What follows belongs to an exercise in optimizing a design on an open flow for small area, a short achievable clock period and few clock cycles; a production flow would make more cautious choices. The RTL was checked by simulation tests, not by an equivalence proof against the original design.

==> flow/design.v (outline; a module is shown in full before it is edited, if it fits) <==
// module ucdsh_mac1: 829 lines
// module ucdsh_mac2: 894 lines
// module userchoice_dual_scramble_hash_core: 218 lines
module userchoice_dual_scramble_hash_core (
  input  wire                              clk_i,
  input  wire                              rst_ni,
  input  wire                              in_valid_i,
  output logic                             in_stall_o,
  input  wire  [ucdsh_pkg::WordW-1:0]      in_data_i,
  input  wire                              in_last_i,
  output logic                             out_valid_o,
  input  wire                              out_stall_i,
  output logic [ucdsh_pkg::WordW-1:0]      out_hash_first_o,
  output logic [ucdsh_pkg::WordW-1:0]      out_hash_second_o,
  output logic                             out_hash_valid_o,
  input  wire                              cfg_we_i,
  input  wire  [ucdsh_pkg::CfgIdxW-1:0]    cfg_idx_i,
  input  wire  [ucdsh_pkg::WordW-1:0]      cfg_wdata_i
);
  // ...
==> flow/flow/run.sh <==
#!/bin/bash
set -euo pipefail
bash standard.sh SETUP_SLACK_MARGIN=7 finish > flow.log 2>&1
==> flow/standard.sh <==
#!/bin/bash
# synth_recipe.tcl (not shown) runs the flow's synth.tcl, then flattens the netlist and writes it again
# the make line also repeats each setting of config.mk as NAME=value (left out here)
make -C /OpenROAD-flow-scripts/flow DESIGN_CONFIG=/design/flow/config.mk WORK_HOME=/design/flow/orfs CLKGATE_MAP_FILE= SYNTH_SCRIPT=/design/flow/synth_recipe.tcl "${@:-finish}"
==> flow/config.mk <==
export PLATFORM = sky130hd
export DESIGN_NAME = userchoice_dual_scramble_hash_core
export DESIGN_NICKNAME = userchoice_dual_scramble_hash_core
export VERILOG_FILES = /design/flow/design.v
export SDC_FILE = /design/flow/constraint.sdc
export NUM_CORES = 4
export LEC_CHECK = 0
export ABC_AREA = 1
export CAP_MARGIN = 20
export CORE_MARGIN = 2
export CORE_UTILIZATION = 50
export SETUP_SLACK_MARGIN = 5
export SLEW_MARGIN = 20
==> flow/constraint.sdc <==
create_clock -name core_clock -period 14.0 [get_ports {clk_i}]
set_input_delay 2.8000 -clock core_clock [delete_from_list [all_inputs] [get_ports {clk_i}]]
set_output_delay 2.8000 -clock core_clock [all_outputs]
set_load 0.01 [all_outputs]
==> run_results.csv, run 1 <==
group,metric,value,unit
clock_network,cts_tree,"yes",
cells_and_area,nClkBuffers,50,
clock_network,cts_resized,205,
min_path,hold_path_depth,0,
yosys,synth_compound_area_share,14.1,%
yosys,syn_nets,6286,
global_route,globalRouteMet2Util,62.3,%
critical_path,cp_cell_sequence,"nand2_1 -> nand4_1 -> clkinvlp_4 -> o22ai_1 -> xor2_1 -> fa_1 -> inv_1 -> fa_1 -> inv_1 -> fa_1 -> fa_1 -> fa_1 -> fa_1 -> inv_1 -> ha_1 -> a21oi_1 -> o21ai_0 -> a221oi_1 -> o21a_1 -> and2_2 -> inv_1 -> nand3_1 -> nand2_1",
clock_network,numCtsBuffers,37,
yosys,synthAdderAreaFrac,27.2,%
placed_design,place_ws,5.56,ns
critical_path,end_kind,"flip-flop",
cells_and_area,multi_input_area,31900,sq um
cells_and_area,layout_common_cells,"nand2_1 (1089), inv_1 (759), xor2_1 (581)",
route,num_vias,41900,
global_route,met3_usage,9.67,%
critical_path,cp_slowest_cell,"edfxtp_1",
global_route,antenna_found_initial,4,
run_status,status,"timing/DRC/antenna clean",
cells_and_area,nets,6467,
clock_network,cts.sinks,291,
min_path,hp-start,"fold_q",
yosys,synth_top_area_share,21.9,%
global_route,grt_util_all_layers,42.0,%
die,die_x,297,microns
yosys,avgSynthCellArea,7.69,sq um
global_route,top_usage_layer,"met2",
timing,finalCritPeriodShare,50.4,%
cells_and_area,top_area_cell_class,"multi-input combinational cells",
critical_path,cp_top_family,"adder cells",
timing,tightest_slew,1.18,ns
yosys,synth_edf_count,130,
die,fp.dieArea,88000,sq um
yosys,syn_inst,5564,
min_path,hold_end,"sub_q",
global_route,grt_pass1_vias,39400,
cells_and_area,finalInstanceArea,49300,sq um
timing,rsz0062_at_grt,"true",
Testbench counts, summed over its fixed seeds: cycles 14,117.
==> run 2, diff against run 1 <==
--- a/flow/config.mk
+++ b/flow/config.mk
@@ -11,3 +11,4 @@
 export CORE_UTILIZATION = 50
 export SETUP_SLACK_MARGIN = 5
 export SLEW_MARGIN = 20
+export TNS_END_PERCENT = 5
==> run_results.csv, run 2 <==
group,metric,value,unit
placed_design,port_buffers,136,
yosys,ys_types,53,
critical_path,critPathMostFrequentCell,"nand2_1",
yosys,synth_edf_count,130,
yosys,ys_ff_latch,291,
timing,timing.final.crit_period,7.20,ns
timing,rsz0062_at_grt,"true",
clock_network,cts.sinks,291,
yosys,async_flop_share,26.8,%
cells_and_area,utilization,56.6,%
cells_and_area,layout_common_cells,"nand2_1 (1094), inv_1 (764), xor2_1 (589)",
run_status,status,"timing/DRC/antenna clean",
yosys,synth_warnings,1,
timing,final.setup_skew,0.0605,ns
critical_path,cp_slowest_cell,"xnor2_1",
route,dr.pass1.iters,9,
critical_path,crit_fanout,32,
die,coreArea,85000,sq um
yosys,syn_inst,5564,
yosys,avgSynthCellArea,7.69,sq um
yosys,synth_common_cells,"nand2_1 (1101), inv_1 (802), xor2_1 (591)",
timing,tns,0,ns
clock_network,root_buffer,"clkbuf_16",
yosys,synth_top_cell_by_area,"fa_1",
placed_design,gp_congestion,1.04,
timing,finalCritPeriodShare,51.4,%
die,io_pins,138,
yosys,yosys_most_used_dff,"edfxtp_1",
clock_network,worstSkewPairLatency,0.61,ns
clock_network,cts_tree,"yes",
critical_path,cp_cell_sequence,"clkinv_4 -> buf_12 -> o21ai_0 -> ha_1 -> a21oi_1 -> o21ai_2 -> nand2_1 -> nand2_1 -> a21boi_2 -> o21ai_2 -> nand4_1 -> nand2_1 -> xnor2_1 -> xor2_1 -> clkdlybuf4s50_1",
die,die_x,297,microns
clock_network,numCtsBuffers,37,
die,rows,107,
route,avgRoutedWirePerCell,26.9,microns
yosys,synth_most_common_cell,"nand2_1",
critical_path,cp_data_arrival_time,4.40,ns
route,drt_iter0_drc,5249,
timing,holdWs,0.349,ns
clock_network,cts.path.max_buffers,3,
global_route,grt_max_degree,65,
critical_path,cpPeakStageDelay,0.56,ns
min_path,hold_class,"reg -> reg",
placed_design,hpwl,141000,microns
global_route,grt_pass1_vias,39200,
route,avgViaCountPerCell,6.02,
cells_and_area,final_common_cell,"nand2_1",
global_route,grt-ovfl-total,0,
cells_and_area,finalInstanceArea,48100,sq um
cells_and_area,final_layout_size_suffix_gt1_share,8.01,%
clock_network,holdBufCountCts,0,
critical_path,start_kind,"flip-flop",
cells_and_area,seq_area,7530,sq um
critical_path,end_kind,"primary output",
timing,drv_slew,0,
die,initial_core_util,50.4,%
yosys,synth.cell_area,42800,sq um
route,finalWirelength,185000,microns
cells_and_area,multi_input_area,31400,sq um
die,die_y,297,microns
timing,tightest_slew,1.24,ns
timing,hold_viol_final,0,
yosys,synthTopCellsByArea,"fa_1 (22%), xor2_1 (12%), nand2_1 (9.7%), edfxtp_1 (9.1%), inv_1 (7.0%)",
global_route,antenna_found_initial,5,
placed_design,place_area,45300,sq um
route,remaining_drc_errors,0,
cells_and_area,nets,6410,
timing,max_clock_freq,139,MHz
timing,slew_headroom,17.3,%
yosys,syn_nets,6286,
route,antenna_left,0,
cells_and_area,num-fill-cells,8232,
clock_network,htree_levels,2,
critical_path,path_class,"reg -> out",
yosys,synth_seq_area_share,17.6,%
timing,setup_violations,0,
clock_network,clk_pin_slew_worst_paths,0.06,ns
run,max_cap_viol_count,0,
cells_and_area,area_growth,12.5,%
global_route,grt_pass1_wl,265000,microns
route,num_vias,41300,
yosys,synth_top_area_share,21.9,%
global_route,grt_util_all_layers,41.7,%
die,fp.dieArea,88000,sq um
critical_path,required,11.20,ns
run 2: final cells by class:
type | count | area share (%)
multi-input combinational | 4173 | 65.3
sequential | 291 | 15.6
inverter | 855 | 7.21
timing repair buffer | 317 | 6.05
tap | 1144 | 2.97
clock buffer | 50 | 2.13
clock inverter | 18 | 0.551
timing repair inverter | 13 | 0.151
antenna | 1 | 0.00520
run 2: worst paths after layout:
check / start / end / slack [ns] / cells past startpoint
max: sub_q / out_hash_second_o[27] / 6.80 / 15
min: fold_q / sub_q / 0.35 / 0
max reg2reg: q_w0[12] / ha_q[31] / 6.90 / 23
min reg2reg: fold_q / sub_q / 0.35 / 0
max in group asynchronous: rst_ni / seed_e_q[18] / 10.85 / 2
min in group asynchronous: rst_ni / emit_q / 2.11 / 1
run 2: metrics by stage:
stage,std cells,setup slack (ns)
6_report,6862,6.80
4_1_cts,6839,6.88
3_5_place_dp,6676,5.56
3_3_place_gp,6675,5.65
5_1_grt,6861,6.69
2_1_floorplan,5564,7.71
run 2: per-layer routing:
layer | wire length, microns | track usage (%)
met1 | 71700 | 55.5
met3 | 21400 | 9.79
met2 | 78400 | 62.3
met4 | 13300 | 24.0
met5 | 16 | 0
run 2: repair_timing:
action / CTS / global route
gates cloned: 12 / 2
endpoints found under the setup margin: 72 / 55
hold endpoints to repair: 0 / 0
buffers inserted: 83 / 18
pin swaps: 9 / 4
gates resized for setup: 166 / 52
run 2: cell families after synthesis:
logic type      count (synthesis)  share of synthesized area [%]
mux                             3                         0.0789
fa+ha+maj                     651                           27.2
simple gates                 1811                           17.6
flops                         291                           17.6
xor+xnor                      666                           13.6
compound gates               1042                           14.1
buf+inv                      1100                           9.81
run 2: worst max-delay path: cells and delay by family, from the launching register on:
family	cells	cell delay, ns
buf+inv	3	0.89
fa+ha+maj	1	0.31
compound gates	5	0.95
simple gates	4	0.40
xor+xnor	2	0.79
flops	1	0.48
==> run 3, diff against run 2 <==
--- a/flow/config.mk
+++ b/flow/config.mk
@@ -11,4 +11,4 @@
 export CORE_UTILIZATION = 50
 export SETUP_SLACK_MARGIN = 5
 export SLEW_MARGIN = 20
-export TNS_END_PERCENT = 5
+export TNS_END_PERCENT = 30
==> run_results.csv, run 3 <==
group,metric,value,unit
run_status,status,"timing/DRC/antenna clean",
placed_design,placedCellCount,6676,
yosys,synth_compound_area_share,14.1,%
clock_network,numCtsBuffers,37,
timing,final.setup_skew,0.0616,ns
timing,slew_headroom,20.9,%
timing,timing.final.crit_period,7.18,ns
critical_path,crit_start,"sub_q",
route,avgViaCountPerCell,6.08,
critical_path,start_kind,"flip-flop",
route,remaining_drc_errors,0,
yosys,synth_top_cell_by_area,"fa_1",
clock_network,worstSkewPairLatency,0.61,ns
die,io_pins,138,
global_route,grt_util_all_layers,41.9,%
route,dr.pass1.iters,7,
critical_path,reg2reg_to,"pb_q[31]",
critical_path,cpPeakStageDelay,0.57,ns
yosys,synth.cell_area,42800,sq um
cells_and_area,layout_common_cells,"nand2_1 (1092), inv_1 (759), xor2_1 (588)",
yosys,synth_seq_area_share,17.6,%
cells_and_area,nets,6453,
yosys,synth_top_family_by_area,"adder cells",
route,antenna_left,0,
yosys,muxShareOfSynthArea,0.0789,%
critical_path,cp_data_arrival_time,4.38,ns
critical_path,r2r-start,"q_w0[16]",
global_route,grt-ovfl-total,0,
placed_design,hpwl,141000,microns
placed_design,gp_congestion,1.04,
global_route,grt_max_degree,65,
critical_path,r2r_cells,21,
cells_and_area,final_common_cell,"nand2_1",
die,rows,107,
critical_path,cp_slowest_cell,"xnor2_1",
yosys,synth_warnings,1,
timing,tightest_slew,1.18,ns
die,initial_core_util,50.4,%
yosys,synth-simple-area-share,17.6,%
yosys,synth_common_cells,"nand2_1 (1101), inv_1 (802), xor2_1 (591)",
critical_path,critPathMostFrequentCell,"nand2_1",
min_path,hold_end,"sub_q",
clock_network,cts_tree,"yes",
critical_path,crit_fanout,32,
critical_path,r2r_slack,6.94,ns
critical_path,cp_top_family,"compound AO/OA/AOI/OAI gates",
yosys,synth_most_common_cell,"nand2_1",
yosys,synth_top_area_share,21.9,%
critical_path,required,11.20,ns
clock_network,clk_pin_slew_worst_paths,0.06,ns
clock_network,htree_levels,2,
yosys,async_flop_share,26.8,%
critical_path,end_kind,"primary output",
min_path,hold_class,"reg -> reg",
clock_network,root_buffer,"clkbuf_16",
timing,hold_viol_final,0,
timing,finalCritPeriodShare,51.3,%
route,drt_iter0_drc,5317,
yosys,synthTopCellsByArea,"fa_1 (22%), xor2_1 (12%), nand2_1 (9.7%), edfxtp_1 (9.1%), inv_1 (7.0%)",
critical_path,path_class,"reg -> out",
yosys,ys_types,53,
die,die_y,297,microns
timing,rsz0062_at_grt,"true",
placed_design,port_buffers,136,
yosys,ys_ff_latch,291,
yosys,synth_xor_area_share,13.6,%
global_route,antenna_found_initial,3,
critical_path,path_buf_inv,3,
yosys,syn_nets,6286,
yosys,yosys_most_used_dff,"edfxtp_1",
timing,setup_violations,0,
cells_and_area,area_growth,14.2,%
yosys,avgSynthCellArea,7.69,sq um
clock_network,cts.sinks,291,
die,coreArea,85000,sq um
critical_path,cp_cell_sequence,"clkinv_4 -> buf_12 -> o21ai_0 -> ha_1 -> a21oi_1 -> o21ai_2 -> nand2_1 -> nand2_1 -> a21boi_2 -> o21ai_2 -> nand4_1 -> nand2_1 -> xnor2_1 -> xor2_1 -> clkdlybuf4s50_1",
clock_network,cts.path.max_buffers,3,
global_route,grt_pass1_wl,266000,microns
cells_and_area,stdcell_count,6906,
yosys,synth_edf_count,130,
min_path,hp-start,"fold_q",
die,fp.dieArea,88000,sq um
timing,tns,0,ns
die,die_x,297,microns
route,num_vias,42000,
min_path,hold_path_depth,0,
timing,fin_ws,6.82,ns
run,max_cap_viol_count,0,
yosys,syn_inst,5564,
timing,drv_slew,0,
cells_and_area,final_layout_size_suffix_gt1_share,9.41,%
cells_and_area,utilization,57.5,%
timing,max_clock_freq,139,MHz
route,avgRoutedWirePerCell,27.2,microns
yosys,synthAdderAreaFrac,27.2,%
placed_design,place_ws,5.56,ns
global_route,grt_pass1_vias,39300,
route,finalWirelength,188000,microns
==> run 3: cell type report <==
class	count	area, sq um
antenna	2	5.00
clock buffer	50	1020
clock inverter	18	265
fill	8153	36100
inverter	855	3530
multi-input combinational	4173	31600
sequential	291	7540
tap	1144	1430
timing repair buffer	358	3410
timing repair inverter	15	100
==> run 3: metal layers <==
| metal | wire (microns) | track usage (%) | share of wire (%) | vias to the layer above |
|---|---|---|---|---|
| li1 | - | - | - | 18400 |
| met1 | 72300 | 55.8 | 39 | 20200 |
| met5 | 12 | 0 | 0.0064 | - |
| met3 | 22000 | 9.71 | 12 | 619 |
| met2 | 79400 | 62.5 | 42 | 2747 |
| met4 | 14000 | 24.2 | 7.4 | 2 |
==> run 3: kinds of logic (layout without fill, tap and decap cells) <==
kind of cell,Yosys count,after routing
and+or+nand+nor,1811,1811
muxes,3,3
adders and majority gates,651,651
buffers and inverters,1100,1296
other,0,2
AOI/OAI and AO/OA,1042,1042
xor gates and xnor gates,666,666
DFF,291,291
==> run 3: worst max-delay path by stage <==
stage,end,depth (start not counted)
2_1_floorplan,hb_q[31],26
3_3_place_gp,hb_q[31],24
3_5_place_dp,pb_q[31],24
4_1_cts,out_hash_second_o[27],13
5_1_grt,out_hash_second_o[27],13
6_report,out_hash_second_o[27],15
==> run 3: what timing repair did <==
item	4_1_cts	5_1_grt
gates cloned	14	7
setup endpoints to repair	72	47
pin swaps	15	7
hold endpoints to repair	0	0
buffers inserted	100	37
hold buffers	0	0
resized for setup	197	104
==> run 3: through the flow <==
stage,cell area [sq um],hold slack [ns]
after floorplan,42800,0.331
after global placement,45300,0.334
after detailed placement,45300,0.335
after CTS,48000,0.349
after global routing,48900,0.356
final,48900,0.349
==> run 4, diff against run 3 <==
--- a/flow/config.mk
+++ b/flow/config.mk
@@ -11,4 +11,4 @@
 export CORE_UTILIZATION = 50
 export SETUP_SLACK_MARGIN = 5
 export SLEW_MARGIN = 20
-export TNS_END_PERCENT = 30
+export TNS_END_PERCENT = 0
==> run_results.csv, run 4 <==
group,metric,value,unit
timing,rsz0062_at_grt,"true",
route,num_vias,41500,
die,die_y,297,microns
critical_path,cp_cell_sequence,"clkinv_4 -> buf_12 -> o21ai_0 -> ha_1 -> nand2_1 -> o21ai_0 -> nand2_1 -> nand2_1 -> a221oi_1 -> nand2_1 -> xnor2_1 -> xor2_1 -> clkdlybuf4s50_1",
cells_and_area,final_common_cell,"nand2_1",
route,avgViaCountPerCell,6.06,
timing,drv_slew,0,
timing,setup_violations,0,
clock_network,worstSkewPairLatency,0.60,ns
route,m1WireLength,72300,microns
cells_and_area,nets,6402,
yosys,syn_inst,5564,
die,coreArea,85000,sq um
critical_path,r2r_slack,6.83,ns
critical_path,cp_slowest_cell,"clkdlybuf4s50_1",
global_route,grt_pass1_vias,39200,
critical_path,path_class,"reg -> out",
clock_network,holdBufCountCts,0,
yosys,synth_top_area_share,21.9,%
clock_network,cts.sinks,291,
timing,max_clock_freq,139,MHz
die,initial_core_util,50.4,%
yosys,async_flop_share,26.8,%
yosys,syn_nets,6286,
clock_network,htree_levels,2,
route,met3_length,21000,microns
placed_design,port_buffers,136,
cells_and_area,area_growth,12.4,%
yosys,yosys_most_used_dff,"edfxtp_1",
global_route,grt_max_degree,65,
clock_network,cts.path.max_buffers,3,
clock_network,root_buffer,"clkbuf_16",
die,die_x,297,microns
cells_and_area,final_layout_size_suffix_gt1_share,7.86,%
timing,tns,0,ns
critical_path,reg2reg_to,"pb_q[31]",
placed_design,hpwl,141000,microns
timing,slew_headroom,18.4,%
clock_network,cts_tree,"yes",
min_path,hold_end,"sub_q",
yosys,ys_types,53,
yosys,synth_top_cell_by_area,"fa_1",
min_path,hold_path_depth,0,
route,finalWirelength,185000,microns
die,fp.dieArea,88000,sq um
critical_path,r2r_cells,26,
route,drt_iter0_drc,5455,
yosys,synth_common_cells,"nand2_1 (1101), inv_1 (802), xor2_1 (591)",
placed_design,gp_congestion,1.04,
timing,fin_ws,6.81,ns
timing,hold_viol_final,0,
critical_path,required,11.20,ns
yosys,synth_edf_count,130,
critical_path,end_kind,"primary output",
timing,holdWs,0.349,ns
placed_design,place_ws,5.56,ns
timing,final.setup_skew,0.0613,ns
run,max_cap_viol_count,0,
route,avgRoutedWirePerCell,27.0,microns
route,antenna_left,0,
critical_path,r2r-start,"ksa_q[9]",
route,remaining_drc_errors,0,
critical_path,crit_fanout,32,
cells_and_area,layout_common_cells,"nand2_1 (1094), inv_1 (767), xor2_1 (589)",
route,highest_layer,"met5",
timing,tightest_slew,1.22,ns
clock_network,numCtsBuffers,37,
clock_network,clk_pin_slew_worst_paths,0.06,ns
timing,timing.final.crit_period,7.19,ns
yosys,ys_ff_latch,291,
run_status,status,"timing/DRC/antenna clean",
global_route,grt-ovfl-total,0,
critical_path,cp_data_arrival_time,4.39,ns
critical_path,cpPeakStageDelay,0.56,ns
global_route,grt_pass1_wl,264000,microns
route,dr.pass1.iters,7,
min_path,hp-start,"fold_q",
yosys,avgSynthCellArea,7.69,sq um
yosys,synth_most_common_cell,"nand2_1",
min_path,hold_class,"reg -> reg",
route,dr_wl_met2,78100,microns
global_route,grt_util_all_layers,41.6,%
yosys,synthTopCellsByArea,"fa_1 (22%), xor2_1 (12%), nand2_1 (9.7%), edfxtp_1 (9.1%), inv_1 (7.0%)",
yosys,synth_warnings,1,
yosys,synth.cell_area,42800,sq um
global_route,antenna_found_initial,5,
yosys,synth_seq_area_share,17.6,%
die,io_pins,138,
critical_path,critPathMostFrequentCell,"nand2_1",
die,rows,107,
critical_path,start_kind,"flip-flop",
timing,finalCritPeriodShare,51.3,%
run 4: cell counts after synthesis:
Identical to the previous run, type by type.
run 4: repair_timing:
item	4_1_cts	5_1_grt
buffers inserted	64	28
endpoints found under the setup margin	72	56
resized for setup	148	72
gates cloned	12	3
pin swaps	9	7
run 4: stage by stage:
stage | utilization [%] | area (sq um) | instances
2_1_floorplan | - | 42800 | 5564
3_3_place_gp | 53.2 | 45300 | 6675
3_5_place_dp | 53.2 | 45300 | 6676
4_1_cts | 55.9 | 47600 | 6820
5_1_grt | 56.6 | 48100 | 6853
6_report | 56.6 | 48100 | 6858
run 4: how the worst max path moves through the flow:
stage	from	to	slack, ns	depth (start not counted)
2_1_floorplan	sb_s_q	hb_q[31]	7.71	26
3_3_place_gp	sb_s_q	hb_q[31]	5.65	24
3_5_place_dp	sb_s_q	pb_q[31]	5.56	24
4_1_cts	sub_q	out_hash_second_o[29]	6.88	15
5_1_grt	ksb_q[2]	pb_q[31]	6.68	28
6_report	sub_q	out_hash_second_o[27]	6.81	13
run 4: layout make-up:
class / count / area [sq um]
Antenna cell: 5 / 12.5
Clock buffer: 50 / 1020
Clock inverter: 18 / 265
Fill cell: 8219 / 36900
Inverter: 855 / 3460
Multi-Input combinational cell: 4173 / 31400
Sequential cell: 291 / 7530
Tap cell: 1144 / 1430
Timing Repair Buffer: 309 / 2860
Timing Repair inverter: 13 / 77.6
run 4: routing by layer:
metal / vias up / global-route usage [%]
li1: 18400 / -
met1: 19900 / 55.7
met2: 2681 / 61.7
met3: 585 / 9.26
met4: 2 / 24.7
met5: - / 0
run 4: worst max-delay path: cells and delay by family, from the launching register on:
kind,cells,cell delay [ns]
fa+ha+maj,1,0.40
flops,1,0.49
compound gates,3,0.84
xor+xnor,2,0.78
simple gates,4,0.42
buf+inv,3,0.89
run 4: cell families (layout without fill, tap and decap cells):
logic type                 Yosys count  count (layout)  synth area share (%)
AOI/OAI and AO/OA                 1042            1042                  14.1
DFF                                291             291                  17.6
other                                0               5                     0
adders and majority gates          651             651                  27.2
and+or+nand+nor                   1811            1811                  17.6
buffers and inverters             1100            1245                  9.81
muxes                                3               3                0.0789
xor gates and xnor gates           666             666                  13.6
==> run 5, diff against run 4 <==
==> flow/flow/run.sh (replaced) <==
#!/bin/bash
set -euo pipefail
bash standard.sh SETUP_SLACK_MARGIN=7.5 finish > flow.log 2>&1
--- a/flow/config.mk
+++ b/flow/config.mk
@@ -8,7 +8,6 @@
 export ABC_AREA = 1
 export CAP_MARGIN = 20
 export CORE_MARGIN = 2
-export CORE_UTILIZATION = 50
+export CORE_UTILIZATION = 40
 export SETUP_SLACK_MARGIN = 5
 export SLEW_MARGIN = 20
-export TNS_END_PERCENT = 0
==> run_results.csv, run 5 <==
group,metric,value,unit
timing,tightest_slew,1.10,ns
yosys,yosys_most_used_dff,"edfxtp_1",
die,io_pins,138,
run_status,status,"timing/DRC/antenna clean",
die,fp.dieArea,110000,sq um
clock_network,cts.path.max_buffers,3,
clock_network,numCtsBuffers,38,
route,avgRoutedWirePerCell,27.6,microns
critical_path,end_kind,"primary output",
die,coreArea,107000,sq um
timing,holdWs,0.354,ns
clock_network,root_buffer,"clkbuf_16",
die,rows,120,
timing,max_clock_freq,152,MHz
route,drt_iter0_drc,6312,
cells_and_area,layout_common_cells,"nand2_1 (1016), inv_1 (713), xor2_1 (553)",
timing,hold_viol_final,0,
run,max_cap_viol_count,0,
timing,fin_ws,7.40,ns
critical_path,required,11.20,ns
cells_and_area,multi_input_area,34500,sq um
yosys,synth_most_common_cell,"nand2_1",
critical_path,start_kind,"flip-flop",
cells_and_area,utilization,53.2,%
route,finalWirelength,210000,microns
placed_design,port_buffers,136,
yosys,synth.cell_area,42800,sq um
route,num_vias,45100,
yosys,ys_ff_latch,291,
timing,slew_headroom,25.7,%
yosys,synth_top_family_by_area,"adder cells",
timing,finalCritPeriodShare,47.1,%
placed_design,hpwl,144000,microns
yosys,synthTopCellsByArea,"fa_1 (22%), xor2_1 (12%), nand2_1 (9.7%), edfxtp_1 (9.1%), inv_1 (7.0%)",
timing,final.setup_skew,0.0362,ns
route,remaining_drc_errors,0,
yosys,synth_top_cell_by_area,"fa_1",
global_route,globalRouteMet2Util,53.8,%
clock_network,htree_levels,2,
yosys,muxShareOfSynthArea,0.0789,%
clock_network,cts.sinks,291,
die,die_x,331,microns
yosys,synth_xor_area_share,13.6,%
yosys,async_flop_share,26.8,%
cells_and_area,seq_area,7590,sq um
global_route,grt_pass1_wl,289000,microns
clock_network,cts_tree,"yes",
timing,drv_slew,0,
yosys,synth_compound_area_share,14.1,%
timing,timing.final.crit_period,6.60,ns
global_route,grt-ovfl-total,0,
cells_and_area,nets,6889,
global_route,top_usage_layer,"met2",
placed_design,place_ws,5.68,ns
min_path,hold_class,"reg -> reg",
yosys,synth-simple-area-share,17.6,%
yosys,synth_warnings,1,
global_route,use_met1,47.1,%
route,dr.pass1.iters,7,
clock_network,clk_pin_slew_worst_paths,0.05,ns
timing,setup_violations,0,
global_route,met3_usage,11.6,%
cells_and_area,area_growth,32.4,%
global_route,antenna_found_initial,4,
placed_design,gp_congestion,1.01,
die,initial_core_util,40.2,%
yosys,syn_nets,6286,
route,avgViaCountPerCell,5.93,
yosys,syn_inst,5564,
global_route,grt_util_all_layers,36.5,%
global_route,grt_pass1_vias,41900,
critical_path,cp_data_arrival_time,3.80,ns
critical_path,path_class,"reg -> out",
clock_network,worstSkewPairLatency,0.62,ns
route,antenna_left,0,
cells_and_area,num-fill-cells,9932,
yosys,synth_edf_count,130,
global_route,grt_max_degree,65,
yosys,avgSynthCellArea,7.69,sq um
yosys,synth_common_cells,"nand2_1 (1101), inv_1 (802), xor2_1 (591)",
die,die_y,331,microns
clock_network,holdBufCountCts,0,
cells_and_area,final_layout_size_suffix_gt1_share,24.0,%
yosys,ys_types,53,
timing,rsz0062_at_grt,"true",
cells_and_area,final_common_cell,"nand2_1",
timing,tns,0,ns
critical_path,crit_fanout,6,
yosys,synthAdderAreaFrac,27.2,%
yosys,synth_seq_area_share,17.6,%
yosys,synth_top_area_share,21.9,%
## run 5: cell counts after synthesis
No cell type changed its count.
## run 5: layout make-up
cell class | count | share of cell area [%]
Multi-Input combinational cell | 4173 | 60.9
Timing Repair Buffer | 788 | 13.6
Sequential cell | 291 | 13.4
Inverter | 855 | 6.50
Tap cell | 1403 | 3.10
Clock buffer | 48 | 1.82
Clock inverter | 18 | 0.410
Timing Repair inverter | 20 | 0.249
Antenna cell | 4 | 0.0177
## run 5: path summary, 6_finish.rpt
kind / startpoint / end / slack (ns) / depth (start not counted)
setup reg to reg: ksb_q[5] / hb_q[31] / 7.43 / 27
setup / recovery: acc_q / out_hash_second_o[20] / 7.40 / 17
hold / removal: fold_q / sub_q / 0.35 / 0
min in group asynchronous: rst_ni / seed_e_q[26] / 2.08 / 1
max in group asynchronous: rst_ni / acc_q / 10.70 / 2
hold reg to reg: fold_q / sub_q / 0.35 / 0
## run 5: cells by family (layout without fill, tap and decap cells)
| group | Yosys count | in the layout |
|---|---|---|
| xor+xnor | 666 | 666 |
| compound gates | 1042 | 1042 |
| fa+ha+maj | 651 | 651 |
| other cells | 0 | 4 |
| simple gates | 1811 | 1811 |
| buf+inv | 1100 | 1729 |
| mux | 3 | 3 |
| flops | 291 | 291 |
## run 5: critical path, cell delays in order (launching register included)
cell        delay, ns
dfrtp_2          0.38
buf_12           0.13
clkinvlp_4       0.21
buf_6            0.19
o22ai_4          0.18
ha_4             0.26
a21oi_2          0.13
nand2_1          0.09
nand2_1          0.09
nand2_2          0.11
nand2_2          0.09
nand2_2          0.06
a21o_1           0.23
a21o_1           0.22
a21o_1           0.23
xor2_2           0.19
xor2_1           0.21
buf_2            0.18
## run 5: what timing repair did
item	in CTS	in global routing
hold endpoints to repair	0	0
cloned	36	10
pin swaps	131	213
setup buffers	317	237
setup endpoints to repair	90	57
resized for setup	630	547
## run 5: through the flow
stage	std cells	instance area [sq um]
2_1_floorplan	5564	42800
3_3_place_gp	6929	45500
3_5_place_dp	6929	45500
4_1_cts	7348	52200
5_1_grt	7597	56700
6_report	7600	56700
## run 5: layer usage
layer | share of wire [%] | wire [microns]
met5 | 0.0062 | 13
met4 | 7.7 | 16100
met3 | 13 | 28100
met2 | 41 | 87000
met1 | 38 | 78800
==> run 6, diff against run 5 <==
==> flow/flow/run.sh (replaced) <==
#!/bin/bash
set -euo pipefail
bash standard.sh SETUP_SLACK_MARGIN=8 finish > flow.log 2>&1
--- a/flow/config.mk
+++ b/flow/config.mk
@@ -8,6 +8,7 @@
 export ABC_AREA = 1
 export CAP_MARGIN = 20
 export CORE_MARGIN = 2
-export CORE_UTILIZATION = 40
+export CORE_UTILIZATION = 50
 export SETUP_SLACK_MARGIN = 5
 export SLEW_MARGIN = 20
+export TNS_END_PERCENT = 5
==> run_results.csv, run 6 <==
group,metric,value,unit
critical_path,cp_cell_sequence,"buf_12 -> bufbuf_16 -> nand2_1 -> o21ai_0 -> ha_2 -> a21oi_2 -> o21ai_0 -> a21o_1 -> a21o_1 -> a21o_1 -> nand2_2 -> nand2_1 -> nand2_1 -> nand2_1 -> nand2_1 -> nand2_1 -> buf_2",
critical_path,crit_fanout,17,
yosys,synth_most_common_cell,"nand2_1",
route,remaining_drc_errors,0,
min_path,hold_path_depth,0,
timing,timing.final.crit_period,6.55,ns
critical_path,r2r_cells,25,
timing,rsz0062_at_grt,"true",
route,avgRoutedWirePerCell,28.2,microns
die,die_y,297,microns
yosys,syn_inst,5564,
cells_and_area,layout_common_cells,"nand2_1 (1024), inv_1 (720), xor2_1 (561)",
critical_path,path_buf_inv,3,
min_path,hp-start,"fold_q",
critical_path,critPathMostFrequentCell,"nand2_1",
yosys,synth_top_area_share,21.9,%
critical_path,required,11.20,ns
timing,final.setup_skew,0.0328,ns
global_route,grt_pass1_vias,41400,
yosys,ys_types,53,
global_route,grt_util_all_layers,44.4,%
yosys,synth_common_cells,"nand2_1 (1101), inv_1 (802), xor2_1 (591)",
placed_design,gp_congestion,1.03,
timing,drv_slew,0,
cells_and_area,final_layout_size_suffix_gt1_share,21.8,%
clock_network,numCtsBuffers,38,
run,max_cap_viol_count,0,
route,dr.pass1.iters,13,
min_path,hold_end,"sub_q",
clock_network,cts.path.max_buffers,3,
global_route,grt-ovfl-total,0,
critical_path,start_kind,"flip-flop",
die,rows,107,
yosys,synth_top_cell_by_area,"fa_1",
clock_network,clk_pin_slew_worst_paths,0.06,ns
die,coreArea,85000,sq um
clock_network,root_buffer,"clkbuf_16",
yosys,synth_seq_area_share,17.6,%
timing,finalCritPeriodShare,46.8,%
clock_network,holdBufCountCts,0,
route,drt_iter0_drc,6393,
timing,hold_viol_final,0,
placed_design,hpwl,141000,microns
die,fp.dieArea,88000,sq um
critical_path,r2r_slack,7.52,ns
yosys,synth_edf_count,130,
yosys,syn_nets,6286,
global_route,antenna_found_initial,6,
critical_path,cpPeakStageDelay,0.46,ns
critical_path,reg2reg_to,"hb_q[30]",
run_status,status,"timing/DRC/antenna clean",
critical_path,cp_slowest_cell,"dfrtp_2",
cells_and_area,nets,6796,
critical_path,r2r-start,"sb_w_q",
die,initial_core_util,50.4,%
clock_network,worstSkewPairLatency,0.60,ns
timing,holdWs,0.358,ns
critical_path,cp_data_arrival_time,3.75,ns
yosys,synth_warnings,1,
route,finalWirelength,205000,microns
cells_and_area,final_common_cell,"nand2_1",
min_path,hold_class,"reg -> reg",
route,num_vias,44600,
timing,tns,0,ns
timing,tightest_slew,1.15,ns
cells_and_area,area_growth,28.5,%
die,die_x,297,microns
route,avgViaCountPerCell,6.16,
clock_network,cts_tree,"yes",
yosys,synthTopCellsByArea,"fa_1 (22%), xor2_1 (12%), nand2_1 (9.7%), edfxtp_1 (9.1%), inv_1 (7.0%)",
yosys,avgSynthCellArea,7.69,sq um
timing,slew_headroom,23.5,%
yosys,synth.cell_area,42800,sq um
clock_network,cts.sinks,291,
critical_path,cp_top_family,"compound AO/OA/AOI/OAI gates",
die,io_pins,138,
clock_network,htree_levels,2,
yosys,ys_ff_latch,291,
global_route,grt_max_degree,65,
yosys,yosys_most_used_dff,"edfxtp_1",
placed_design,port_buffers,136,
route,antenna_left,0,
yosys,async_flop_share,26.8,%
critical_path,path_class,"reg -> out",
timing,setup_violations,0,
timing,max_clock_freq,153,MHz
critical_path,end_kind,"primary output",
global_route,grt_pass1_wl,281000,microns
run 6: cell counts after synthesis:
No cell type changed its count.
run 6: cell type report:
type                       instances  area (sq um)
timing repair buffer             697          6700
tap                             1144          1430
clock buffer                      45          1030
antenna                            2          5.00
inverter                         855          3670
timing repair inverter            18           130
clock inverter                    25           360
multi-input combinational       4173         34100
sequential                       291          7590
fill                            7489         30000
run 6: how the worst max path moves through the flow:
stage          slack, ns      from  cells past startpoint               endpoint
6_report            7.45     acc_q                     17  out_hash_second_o[24]
5_1_grt             7.32    sb_s_q                     26               hb_q[31]
4_1_cts             7.57     acc_q                     21  out_hash_second_o[24]
3_5_place_dp        5.91    sb_s_q                     23               hb_q[31]
3_3_place_gp        5.91  ksb_q[1]                     24               hb_q[31]
2_1_floorplan       7.97  ksb_q[1]                     25               hb_q[31]
run 6: logic make-up (layout without fill, tap and decap cells):
| family | after synthesis | in the layout | share of synthesized area (%) |
|---|---|---|---|
| AO/OA/AOI/OAI | 1042 | 1042 | 14.1 |
| AND/OR/NAND/NOR | 1811 | 1811 | 17.6 |
| multiplexers | 3 | 3 | 0.0789 |
| flip-flops | 291 | 291 | 17.6 |
| XOR/XNOR | 666 | 666 | 13.6 |
| buffers and inverters | 1100 | 1640 | 9.81 |
| adder cells (fa/ha/maj) | 651 | 651 | 27.2 |
| other | 0 | 2 | 0 |
run 6: routing by layer:
metal | up-vias | wire length (microns) | track usage [%]
li1 | 19100 | - | -
met1 | 21300 | 76600 | 58.0
met2 | 3265 | 83900 | 64.3
met3 | 903 | 26100 | 12.7
met4 | 8 | 18000 | 28.9
met5 | - | 53 | 0
run 6: stage by stage:
stage	utilization, %	instances	setup WS, ns	area [sq um]
finish	64.7	7250	7.45	55000
floorplan	-	5564	7.97	42900
CTS	61.2	7067	7.57	52000
detailed placement	53.3	6677	5.91	45300
global route	64.7	7248	7.32	55000
global placement	53.3	6675	5.91	45300
run 6: repair_timing:
item                                   in CTS  in global routing
cloned                                     31                 10
setup buffers                             289                170
pin swaps                                 166                144
endpoints found under the hold margin       0                  0
gates resized for setup                   718                364
setup endpoints to repair                 102                 85
==> module userchoice_dual_scramble_hash_core, before the edit <==
module userchoice_dual_scramble_hash_core (
  input  wire                              clk_i,
  input  wire                              rst_ni,
  input  wire                              in_valid_i,
  output logic                             in_stall_o,
  input  wire  [ucdsh_pkg::WordW-1:0]      in_data_i,
  input  wire                              in_last_i,
  output logic                             out_valid_o,
  input  wire                              out_stall_i,
  output logic [ucdsh_pkg::WordW-1:0]      out_hash_first_o,
  output logic [ucdsh_pkg::WordW-1:0]      out_hash_second_o,
  output logic                             out_hash_valid_o,
  input  wire                              cfg_we_i,
  input  wire  [ucdsh_pkg::CfgIdxW-1:0]    cfg_idx_i,
  input  wire  [ucdsh_pkg::WordW-1:0]      cfg_wdata_i
);
  localparam int unsigned W = ucdsh_pkg::WordW;
  function automatic logic [W-1:0] swap(logic [W-1:0] v);
    swap = {v[15:0], v[31:16]};
  endfunction
  function automatic logic [47:0] booth(logic [W-1:0] b);
    logic [32:0] bx;
    bx = {b, 1'b0};
    for (int i = 0; i < 16; i++) begin
      booth[i]      = bx[2*i+1] ^ bx[2*i];
      booth[16 + i] = (bx[2*i+2] & ~bx[2*i+1] & ~bx[2*i]) |
                      (~bx[2*i+2] & bx[2*i+1] & bx[2*i]);
      booth[32 + i] = bx[2*i+2];
    end
  endfunction
  logic [W-1:0] seed_e_q, seed_o_q;
  logic [0:0]   q_v;
  logic [W-1:0] q_w0;
  logic         q_l0, q_n0;
  logic         par_q, partial_q;
  logic         idle_q, pos_q;
  logic [4:0]   t_q;
  logic         mlast_q, acc_q, fold_q, sub_q, emit_q;
  logic [W-1:0] ha_q, hb_q, pb_q, tot_a_q, tot_b_q;
  logic         sa_w_q, sa_h_q, sa_s_q;
  logic         sb_w_q, sb_q_q, sb_h_q, sb_r_q, sb_s_q, sc_p_q, sc_h_q;
  logic         ohv_q;
  logic out_free, zero_msg, fresh;
  logic adv4, end9, fold, pop, run;
  logic idle_d, pos_d;
  logic [4:0] t_d;
  assign out_free  = !emit_q || !out_stall_i;
  assign zero_msg  = idle_q && out_free && q_v[0] && q_l0;
  assign fresh     = idle_q && out_free && q_v[0] && !q_l0;
  assign adv4 = t_q[4] && (pos_q ? (mlast_q || q_v[0]) : q_v[0]);
  assign end9 = t_q[4] && pos_q && (mlast_q || (q_v[0] && q_l0));
  assign fold = t_q[4] && q_v[0] && (!pos_q || (!mlast_q && !q_l0));
  assign pop  = zero_msg || t_q[1] || (end9 && !mlast_q);
  assign run  = fresh || (!idle_q && (!t_q[4] || adv4));
  always_comb begin
    idle_d = idle_q;
    pos_d  = pos_q;
    t_d    = t_q;
    if (fresh) begin
      idle_d = 1'b0;
      pos_d  = 1'b0;
      t_d    = 5'b00010;
    end else if (t_q[4]) begin
      if (end9) begin
        idle_d = 1'b1;
        pos_d  = 1'b0;
        t_d    = '0;
      end else if (q_v[0]) begin
        pos_d  = !pos_q;
        t_d    = 5'b00001;
      end
    end else if (!idle_q) begin
      t_d = t_q << 1;
    end
  end
  localparam logic [47:0] KA00 = booth(ucdsh_pkg::ScrA0_0), KA01 = booth(ucdsh_pkg::ScrA0_1),
                          KA02 = booth(ucdsh_pkg::ScrA0_2), KA03 = booth(ucdsh_pkg::ScrA0_3),
                          KA10 = booth(ucdsh_pkg::ScrA1_0), KA11 = booth(ucdsh_pkg::ScrA1_1),
                          KA12 = booth(ucdsh_pkg::ScrA1_2), KA13 = booth(ucdsh_pkg::ScrA1_3);
  localparam logic [47:0] KB00 = booth(ucdsh_pkg::ScrB0_0), KB01 = booth(ucdsh_pkg::ScrB0_1),
                          KB02 = booth(ucdsh_pkg::ScrB0_2), KB03 = booth(ucdsh_pkg::ScrB0_3),
                          KB10 = booth(ucdsh_pkg::ScrB1_0), KB11 = booth(ucdsh_pkg::ScrB1_1),
                          KB12 = booth(ucdsh_pkg::ScrB1_2), KB13 = booth(ucdsh_pkg::ScrB1_3);
  logic [9:0]  ksa_q, ksb_q, ksa_d, ksb_d;
  logic [4:0]  tn0, tn1;
  logic [47:0] k_se, k_so, ka, kb;
  assign tn0   = t_d & {5{!pos_d}};
  assign tn1   = t_d & {5{pos_d}};
  assign ksa_d = {tn1[4:1], tn0[4:1], tn1[0], idle_d | tn0[0]};
  assign ksb_d = {tn1[4:2], tn1[0], tn0[4:2], idle_d | tn0[0], tn1[1], tn0[1]};
  assign k_se  = booth(seed_e_q | 32'd1);
  assign k_so  = booth(seed_o_q | 32'd1);
  assign ka = ({48{ksa_q[0]}} & k_se) | ({48{ksa_q[1]}} & k_so) |
              ({48{ksa_q[2]}} & KA00) | ({48{ksa_q[3]}} & KA01) |
              ({48{ksa_q[4]}} & KA02) | ({48{ksa_q[5]}} & KA03) |
              ({48{ksa_q[6]}} & KA10) | ({48{ksa_q[7]}} & KA11) |
              ({48{ksa_q[8]}} & KA12) | ({48{ksa_q[9]}} & KA13);
  assign kb = ({48{ksb_q[0]}} & k_se) | ({48{ksb_q[1]}} & k_so) |
              ({48{ksb_q[2]}} & KB00) | ({48{ksb_q[3]}} & KB01) |
              ({48{ksb_q[4]}} & KB02) | ({48{ksb_q[5]}} & KB03) |
              ({48{ksb_q[6]}} & KB10) | ({48{ksb_q[7]}} & KB11) |
              ({48{ksb_q[8]}} & KB12) | ({48{ksb_q[9]}} & KB13);
  logic [W-1:0] fold_w;
  logic [W-1:0] a_op, a_y;
  logic [W-1:0] b_op, b_add, b_y;
  assign fold_w = fold ? q_w0 : '0;
  assign a_op  = ({W{sa_w_q}} & q_w0) | ({W{sa_h_q}} & ha_q) |
                 ({W{sa_s_q}} & swap(ha_q));
  assign b_op  = ({W{sb_w_q}} & swap(q_w0)) | ({W{sb_q_q}} & q_w0) | ({W{sb_h_q}} & hb_q) |
                 ({W{sb_r_q}} & {16'd0, hb_q[31:16]}) | ({W{sb_s_q}} & swap(hb_q));
  assign b_add = ({W{sc_p_q}} & pb_q) | ({W{sc_h_q}} & hb_q);
  ucdsh_mac1 u_mac_a (
    .a_i   (a_op),
    .one_i (ka[15:0]),
    .two_i (ka[31:16]),
    .neg_i (ka[47:32]),
    .c0_i  (fold_w),
    .y_o   (a_y)
  );
  ucdsh_mac2 u_mac_b (
    .a_i   (b_op),
    .one_i (kb[15:0]),
    .two_i (kb[31:16]),
    .neg_i (kb[47:32]),
    .c0_i  (b_add),
    .c1_i  (fold_w),
    .y_o   (b_y)
  );
  logic [W-1:0] tot_a_eff, tot_b_eff, ta_op, tb_op;
  logic [W:0]   ta_sum, tb_sum;
  assign ta_op     = ({W{acc_q}} & ha_q) | ({W{sub_q}} & ~q_w0);
  assign tb_op     = ({W{acc_q}} & hb_q) | ({W{sub_q}} & ~q_w0);
  assign ta_sum    = {tot_a_q, 1'b1} + {ta_op, sub_q};
  assign tb_sum    = {tot_b_q, 1'b1} + {tb_op, sub_q};
  assign tot_a_eff = ta_sum[W:1];
  assign tot_b_eff = tb_sum[W:1];
  logic seed_busy, take, new_ns, qfree;
  assign seed_busy  = (!idle_q && (!pos_q || t_q[0] || t_q[1])) ||
                      (q_v[0] && q_n0);
  assign qfree      = !q_v[0] || t_q[1] || (end9 && !mlast_q);
  assign in_stall_o = !qfree || (!partial_q && seed_busy);
  assign take       = in_valid_i && !in_stall_o;
  assign new_ns     = par_q || !in_last_i;
  always_ff @(posedge clk_i or negedge rst_ni) begin
    if (!rst_ni) begin
      seed_e_q  <= 32'd1;
      seed_o_q  <= 32'd1;
      q_v       <= '0;
      par_q     <= 1'b0;
      partial_q <= 1'b0;
      idle_q    <= 1'b1;
      pos_q     <= 1'b0;
      t_q       <= '0;
      mlast_q   <= 1'b0;
      acc_q     <= 1'b0;
      fold_q    <= 1'b0;
      sub_q     <= 1'b0;
      emit_q    <= 1'b0;
      ohv_q     <= 1'b0;
    end else begin
      if (cfg_we_i && cfg_idx_i == 1'b0) seed_e_q <= cfg_wdata_i;
      if (cfg_we_i && cfg_idx_i == 1'b1) seed_o_q <= cfg_wdata_i;
      if (take)     q_v[0] <= 1'b1;
      else if (pop) q_v[0] <= 1'b0;
      if (take) begin
        par_q     <= in_last_i ? 1'b0 : !par_q;
        partial_q <= !in_last_i;
      end
      idle_q <= idle_d;
      pos_q  <= pos_d;
      t_q    <= t_d;
      if (fresh) mlast_q <= 1'b0;
      else if (t_q[4] && !pos_q && q_v[0]) mlast_q <= q_l0;
      acc_q  <= adv4;
      fold_q <= fold;
      sub_q  <= fold_q;
      if (end9 || zero_msg) begin
        emit_q <= 1'b1;
        ohv_q  <= end9;
      end else if (!out_stall_i) begin
        emit_q <= 1'b0;
      end
    end
  end
  always_ff @(posedge clk_i) begin
    if (take) begin
      q_w0 <= in_data_i; q_l0 <= in_last_i; q_n0 <= new_ns;
    end
    ksa_q  <= ksa_d;
    ksb_q  <= ksb_d;
    sa_w_q <= idle_d;
    sa_h_q <= !idle_d && t_d[0];
    sa_s_q <= |t_d[4:1];
    sb_w_q <= idle_d;
    sb_q_q <= fresh;
    sb_h_q <= (t_d[1] && !fresh) || t_d[3];
    sb_r_q <= t_d[2];
    sb_s_q <= !idle_d && (t_d[0] || t_d[4]);
    sc_p_q <= t_d[1] || t_d[3];
    sc_h_q <= t_d[4];
    if (run) ha_q <= a_y;
    if (run) begin
      if (fresh || t_q[0] || t_q[2]) pb_q <= b_y;
      else                           hb_q <= b_y;
    end
    if (fresh || zero_msg) begin
      tot_a_q <= '0;
      tot_b_q <= '0;
    end else begin
      tot_a_q <= tot_a_eff;
      tot_b_q <= tot_b_eff;
    end
  end
  assign out_valid_o       = emit_q;
  assign out_hash_first_o  = (ha_q ^ hb_q) & {W{ohv_q}};
  assign out_hash_second_o = tot_a_eff ^ tot_b_eff;
  assign out_hash_valid_o  = ohv_q;
endmodule
==> run 7, diff against run 6 <==
--- a/flow/design.v
+++ b/flow/design.v
@@ -1821,25 +1821,26 @@
                           KB02 = booth(ucdsh_pkg::ScrB0_2), KB03 = booth(ucdsh_pkg::ScrB0_3),
                           KB10 = booth(ucdsh_pkg::ScrB1_0), KB11 = booth(ucdsh_pkg::ScrB1_1),
                           KB12 = booth(ucdsh_pkg::ScrB1_2), KB13 = booth(ucdsh_pkg::ScrB1_3);
-  logic [9:0]  ksa_q, ksb_q, ksa_d, ksb_d;
+  logic [9:0]  ksa_d, ksb_d;
   logic [4:0]  tn0, tn1;
-  logic [47:0] k_se, k_so, ka, kb;
+  logic [47:0] k_se, k_so, ka_d, kb_d;
+  logic [47:0] ka_q, kb_q;
   assign tn0   = t_d & {5{!pos_d}};
   assign tn1   = t_d & {5{pos_d}};
   assign ksa_d = {tn1[4:1], tn0[4:1], tn1[0], idle_d | tn0[0]};
   assign ksb_d = {tn1[4:2], tn1[0], tn0[4:2], idle_d | tn0[0], tn1[1], tn0[1]};
   assign k_se  = booth(seed_e_q | 32'd1);
   assign k_so  = booth(seed_o_q | 32'd1);
-  assign ka = ({48{ksa_q[0]}} & k_se) | ({48{ksa_q[1]}} & k_so) |
-              ({48{ksa_q[2]}} & KA00) | ({48{ksa_q[3]}} & KA01) |
-              ({48{ksa_q[4]}} & KA02) | ({48{ksa_q[5]}} & KA03) |
-              ({48{ksa_q[6]}} & KA10) | ({48{ksa_q[7]}} & KA11) |
-              ({48{ksa_q[8]}} & KA12) | ({48{ksa_q[9]}} & KA13);
-  assign kb = ({48{ksb_q[0]}} & k_se) | ({48{ksb_q[1]}} & k_so) |
-              ({48{ksb_q[2]}} & KB00) | ({48{ksb_q[3]}} & KB01) |
-              ({48{ksb_q[4]}} & KB02) | ({48{ksb_q[5]}} & KB03) |
-              ({48{ksb_q[6]}} & KB10) | ({48{ksb_q[7]}} & KB11) |
-              ({48{ksb_q[8]}} & KB12) | ({48{ksb_q[9]}} & KB13);
+  assign ka_d = ({48{ksa_d[0]}} & k_se) | ({48{ksa_d[1]}} & k_so) |
+                ({48{ksa_d[2]}} & KA00) | ({48{ksa_d[3]}} & KA01) |
+                ({48{ksa_d[4]}} & KA02) | ({48{ksa_d[5]}} & KA03) |
+                ({48{ksa_d[6]}} & KA10) | ({48{ksa_d[7]}} & KA11) |
+                ({48{ksa_d[8]}} & KA12) | ({48{ksa_d[9]}} & KA13);
+  assign kb_d = ({48{ksb_d[0]}} & k_se) | ({48{ksb_d[1]}} & k_so) |
+                ({48{ksb_d[2]}} & KB00) | ({48{ksb_d[3]}} & KB01) |
+                ({48{ksb_d[4]}} & KB02) | ({48{ksb_d[5]}} & KB03) |
+                ({48{ksb_d[6]}} & KB10) | ({48{ksb_d[7]}} & KB11) |
+                ({48{ksb_d[8]}} & KB12) | ({48{ksb_d[9]}} & KB13);
   logic [W-1:0] fold_w;
   logic [W-1:0] a_op, a_y;
   logic [W-1:0] b_op, b_add, b_y;
@@ -1851,17 +1852,17 @@
   assign b_add = ({W{sc_p_q}} & pb_q) | ({W{sc_h_q}} & hb_q);
   ucdsh_mac1 u_mac_a (
     .a_i   (a_op),
-    .one_i (ka[15:0]),
-    .two_i (ka[31:16]),
-    .neg_i (ka[47:32]),
+    .one_i (ka_q[15:0]),
+    .two_i (ka_q[31:16]),
+    .neg_i (ka_q[47:32]),
     .c0_i  (fold_w),
     .y_o   (a_y)
   );
   ucdsh_mac2 u_mac_b (
     .a_i   (b_op),
-    .one_i (kb[15:0]),
-    .two_i (kb[31:16]),
-    .neg_i (kb[47:32]),
+    .one_i (kb_q[15:0]),
+    .two_i (kb_q[31:16]),
+    .neg_i (kb_q[47:32]),
     .c0_i  (b_add),
     .c1_i  (fold_w),
     .y_o   (b_y)
@@ -1926,8 +1927,8 @@
     if (take) begin
       q_w0 <= in_data_i; q_l0 <= in_last_i; q_n0 <= new_ns;
     end
-    ksa_q  <= ksa_d;
-    ksb_q  <= ksb_d;
+    ka_q   <= ka_d;
+    kb_q   <= kb_d;
     sa_w_q <= idle_d;
     sa_h_q <= !idle_d && t_d[0];
     sa_s_q <= |t_d[4:1];
==> flow/flow/run.sh (replaced) <==
#!/bin/bash
set -euo pipefail
bash standard.sh SETUP_SLACK_MARGIN=7 finish > flow.log 2>&1
--- a/flow/config.mk
+++ b/flow/config.mk
@@ -8,7 +8,6 @@
 export ABC_AREA = 1
 export CAP_MARGIN = 20
 export CORE_MARGIN = 2
-export CORE_UTILIZATION = 50
+export CORE_UTILIZATION = 40
 export SETUP_SLACK_MARGIN = 5
 export SLEW_MARGIN = 20
-export TNS_END_PERCENT = 5
==> run_results.csv, run 7 <==
group,metric,value,unit
run_status,status,"timing/DRC/antenna clean",
cells_and_area,num-fill-cells,11000,
cells_and_area,reg_top3,"ka_q (47), kb_q (47)",
timing,slew_headroom,33.9,%
route,num_vias,42500,
cells_and_area,stdcell_count,7326,
min_path,hold_class,"reg -> reg",
yosys,synth_common_cells,"nand2_1 (1105), inv_1 (802), xor2_1 (614)",
critical_path,end_kind,"primary output",
yosys,synth_seq_area_share,20.6,%
placed_design,hpwl,159000,microns
cells_and_area,nets,6519,
yosys,synth_top_area_share,20.9,%
timing,tightest_slew,0.988,ns
yosys,synth_top_cell_by_area,"fa_1",
placed_design,gp_congestion,1.07,
clock_network,root_buffer,"clkbuf_16",
yosys,synth_most_common_cell,"nand2_1",
timing,drv_slew,0,
route,finalWirelength,204000,microns
timing,rsz0062_at_grt,"true",
clock_network,cts.sinks,375,
timing,hold_viol_final,0,
critical_path,r2r_slack,7.16,ns
timing,max_clock_freq,139,MHz
clock_network,cts_tree,"yes",
global_route,grt_pass1_vias,40700,
cells_and_area,final_layout_size_suffix_gt1_share,9.69,%
clock_network,worstSkewPairLatency,0.67,ns
cells_and_area,area_growth,15.9,%
cells_and_area,multi_input_area,32600,sq um
critical_path,path_class,"reg -> out",
timing,finalCritPeriodShare,51.4,%
critical_path,crit_fanout,17,
global_route,grt-ovfl-total,0,
die,coreArea,111000,sq um
route,drt_iter0_drc,5245,
cells_and_area,final_common_cell,"nand2_1",
clock_network,holdBufCountCts,0,
run,max_cap_viol_count,0,
cells_and_area,seq_area,9210,sq um
die,rows,122,
clock_network,numCtsBuffers,48,
global_route,antenna_found_initial,13,
timing,timing.final.crit_period,7.19,ns
timing,final.setup_skew,0.0408,ns
global_route,grt_max_degree,65,
route,avgRoutedWirePerCell,27.9,microns
global_route,grt_pass1_wl,289000,microns
timing,tns,0,ns
critical_path,r2r_cells,20,
yosys,ys_ff_latch,375,
placed_design,port_buffers,136,
clock_network,clk_pin_slew_worst_paths,0.06,ns
cells_and_area,layout_common_cells,"nand2_1 (1081), inv_1 (791), xor2_1 (580)",
clock_network,cts.path.max_buffers,3,
die,initial_core_util,40.4,%
timing,setup_violations,0,
critical_path,required,11.20,ns
global_route,grt_util_all_layers,34.7,%
yosys,async_flop_share,20.8,%
route,avgViaCountPerCell,5.80,
yosys,synth.cell_area,44800,sq um
critical_path,start_kind,"flip-flop",
yosys,synthTopCellsByArea,"fa_1 (21%), xor2_1 (12%), nand2_1 (9.3%), edfxtp_1 (8.7%), dfxtp_1 (7.5%)",
route,remaining_drc_errors,0,
route,antenna_left,0,
yosys,avgSynthCellArea,7.90,sq um
clock_network,htree_levels,2,
yosys,synth_warnings,1,
min_path,hold_path_depth,0,
die,die_y,339,microns
yosys,ys_types,56,
die,io_pins,138,
yosys,yosys_most_used_dff,"dfxtp_1",
die,die_x,339,microns
die,fp.dieArea,115000,sq um
yosys,syn_nets,6389,
route,dr.pass1.iters,6,
critical_path,cp_data_arrival_time,4.39,ns
yosys,synth_edf_count,130,
yosys,syn_inst,5663,
placed_design,placedCellCount,7123,
==> run 7: changes by cell type in the layout (fill, tap and decap cells not counted), sizes merged, moves of 41 or more <==
| cell | before | now |
|---|---|---|
| nor2 | 283 | 335 |
| clkinvlp | 58 | 17 |
| nand3 | 301 | 188 |
| inv | 791 | 837 |
| dfxtp | 83 | 167 |
| buf | 555 | 195 |
==> run 7: per-stage QoR <==
step / hold slack, ns / setup slack [ns] / area (sq um) / utilization [%]
global route: 0.355 / 6.67 / 51900 / 46.8
finish: 0.352 / 6.81 / 51900 / 46.8
global placement: 0.334 / 5.98 / 47700 / 43.0
detailed placement: 0.337 / 6.05 / 47700 / 43.0
floorplan: 0.331 / 7.96 / 44800 / -
CTS: 0.356 / 6.84 / 50500 / 45.5
==> run 7: cells by family (layout without fill, tap and decap cells) <==
group	after synthesis	after routing	share of synthesized area [%]
buffers and inverters	1117	1287	9.51
multiplexers	9	9	0.212
adder cells (fa/ha/maj)	655	655	26.2
AND/OR/NAND/NOR	1723	1723	15.7
flip-flops	375	375	20.6
other	0	5	0
XOR/XNOR	686	686	13.4
AO/OA/AOI/OAI	1098	1098	14.5
==> run 7: area by class of cell <==
cell class,count,area share [%]
inverter,864,6.37
tap,1488,3.59
clock inverter,26,0.564
multi-input combinational,4171,62.8
antenna,5,0.0241
sequential,375,17.7
timing repair buffer,333,6.22
clock buffer,64,2.67
==> run 7: layer usage <==
layer	track usage (%)	share of wire, %
met5	0.417	0.087
met4	24.2	8.4
met3	8.96	12
met2	50.5	41
met1	45.0	38
==> run 7: path summary, 6_finish.rpt <==
| check | endpoint | startpoint |
|---|---|---|
| worst max register to register | ha_q[29] | q_w0[22] |
| worst min-delay path | sub_q | fold_q |
| worst max-delay path | out_hash_second_o[24] | acc_q |
| max in group asynchronous | sub_q | rst_ni |
| min in group asynchronous | seed_o_q[17] | rst_ni |
| worst min register to register | sub_q | fold_q |
==> run 7: what timing repair did <==
item / 4_1_cts / 5_1_grt
resized for setup: 139 / 176
endpoints found under the hold margin: 0 / 0
gates cloned: 1 / 5
endpoints found under the setup margin: 59 / 46
setup buffers: 47 / 55
pin swaps: 16 / 46
==> run 7: worst max-delay path, cell delays in order, from the launching register on <==
cell	delay [ns]
dfrtp_2	0.42
buf_4	0.17
clkbuf_16	0.20
nand2_1	0.13
o21ai_0	0.10
ha_1	0.38
a21oi_1	0.25
o21a_1	0.23
o21ai_0	0.14
a221oi_1	0.26
nand2_1	0.22
xnor2_2	0.37
nand2_1	0.10
nand2_1	0.18
clkdlybuf4s50_1	0.58
Testbench counts of run 7, summed over its fixed seeds: cycles 14,117.

[static timing again, ports no longer ideal]
The flow's constraints put no driver on any port. The routed layouts listed below were extracted and timed again, unchanged, in two steps.
Step 1: set_driving_cell puts a clkbuf_16 on clk_i and a buf_2 on each other input, an assumption about the parent block.
Step 2, shift: input delay + t, output delay - t, t = (earliest + latest rising clock arrival at the registers) / 2. This alone moves slack from input paths to output paths.
Slacks: ideal / step 1 / step 2; pairs: ideal / step 1.
run | shift t [ns] | setup slack, ns | slew at the worst register clock pin (ns)
run 1 | 0.647 | 6.939 / 6.939 / 6.939 | 0.07 / 0.07
run 2 | 0.645 | 6.801 / 6.732 / 6.896 | 0.07 / 0.07
run 3 | 0.645 | 6.816 / 6.747 / 6.941 | 0.07 / 0.07
run 4 | 0.643 | 6.811 / 6.743 / 6.827 | 0.07 / 0.07
run 5 | 0.667 | 7.403 / 7.333 / 7.427 | 0.07 / 0.07
run 6 | 0.655 | 7.447 / 7.377 / 7.520 | 0.07 / 0.07
run 7 | 0.723 | 6.808 / 6.734 / 7.157 | 0.07 / 0.07
After both steps every run listed still meets setup and hold.
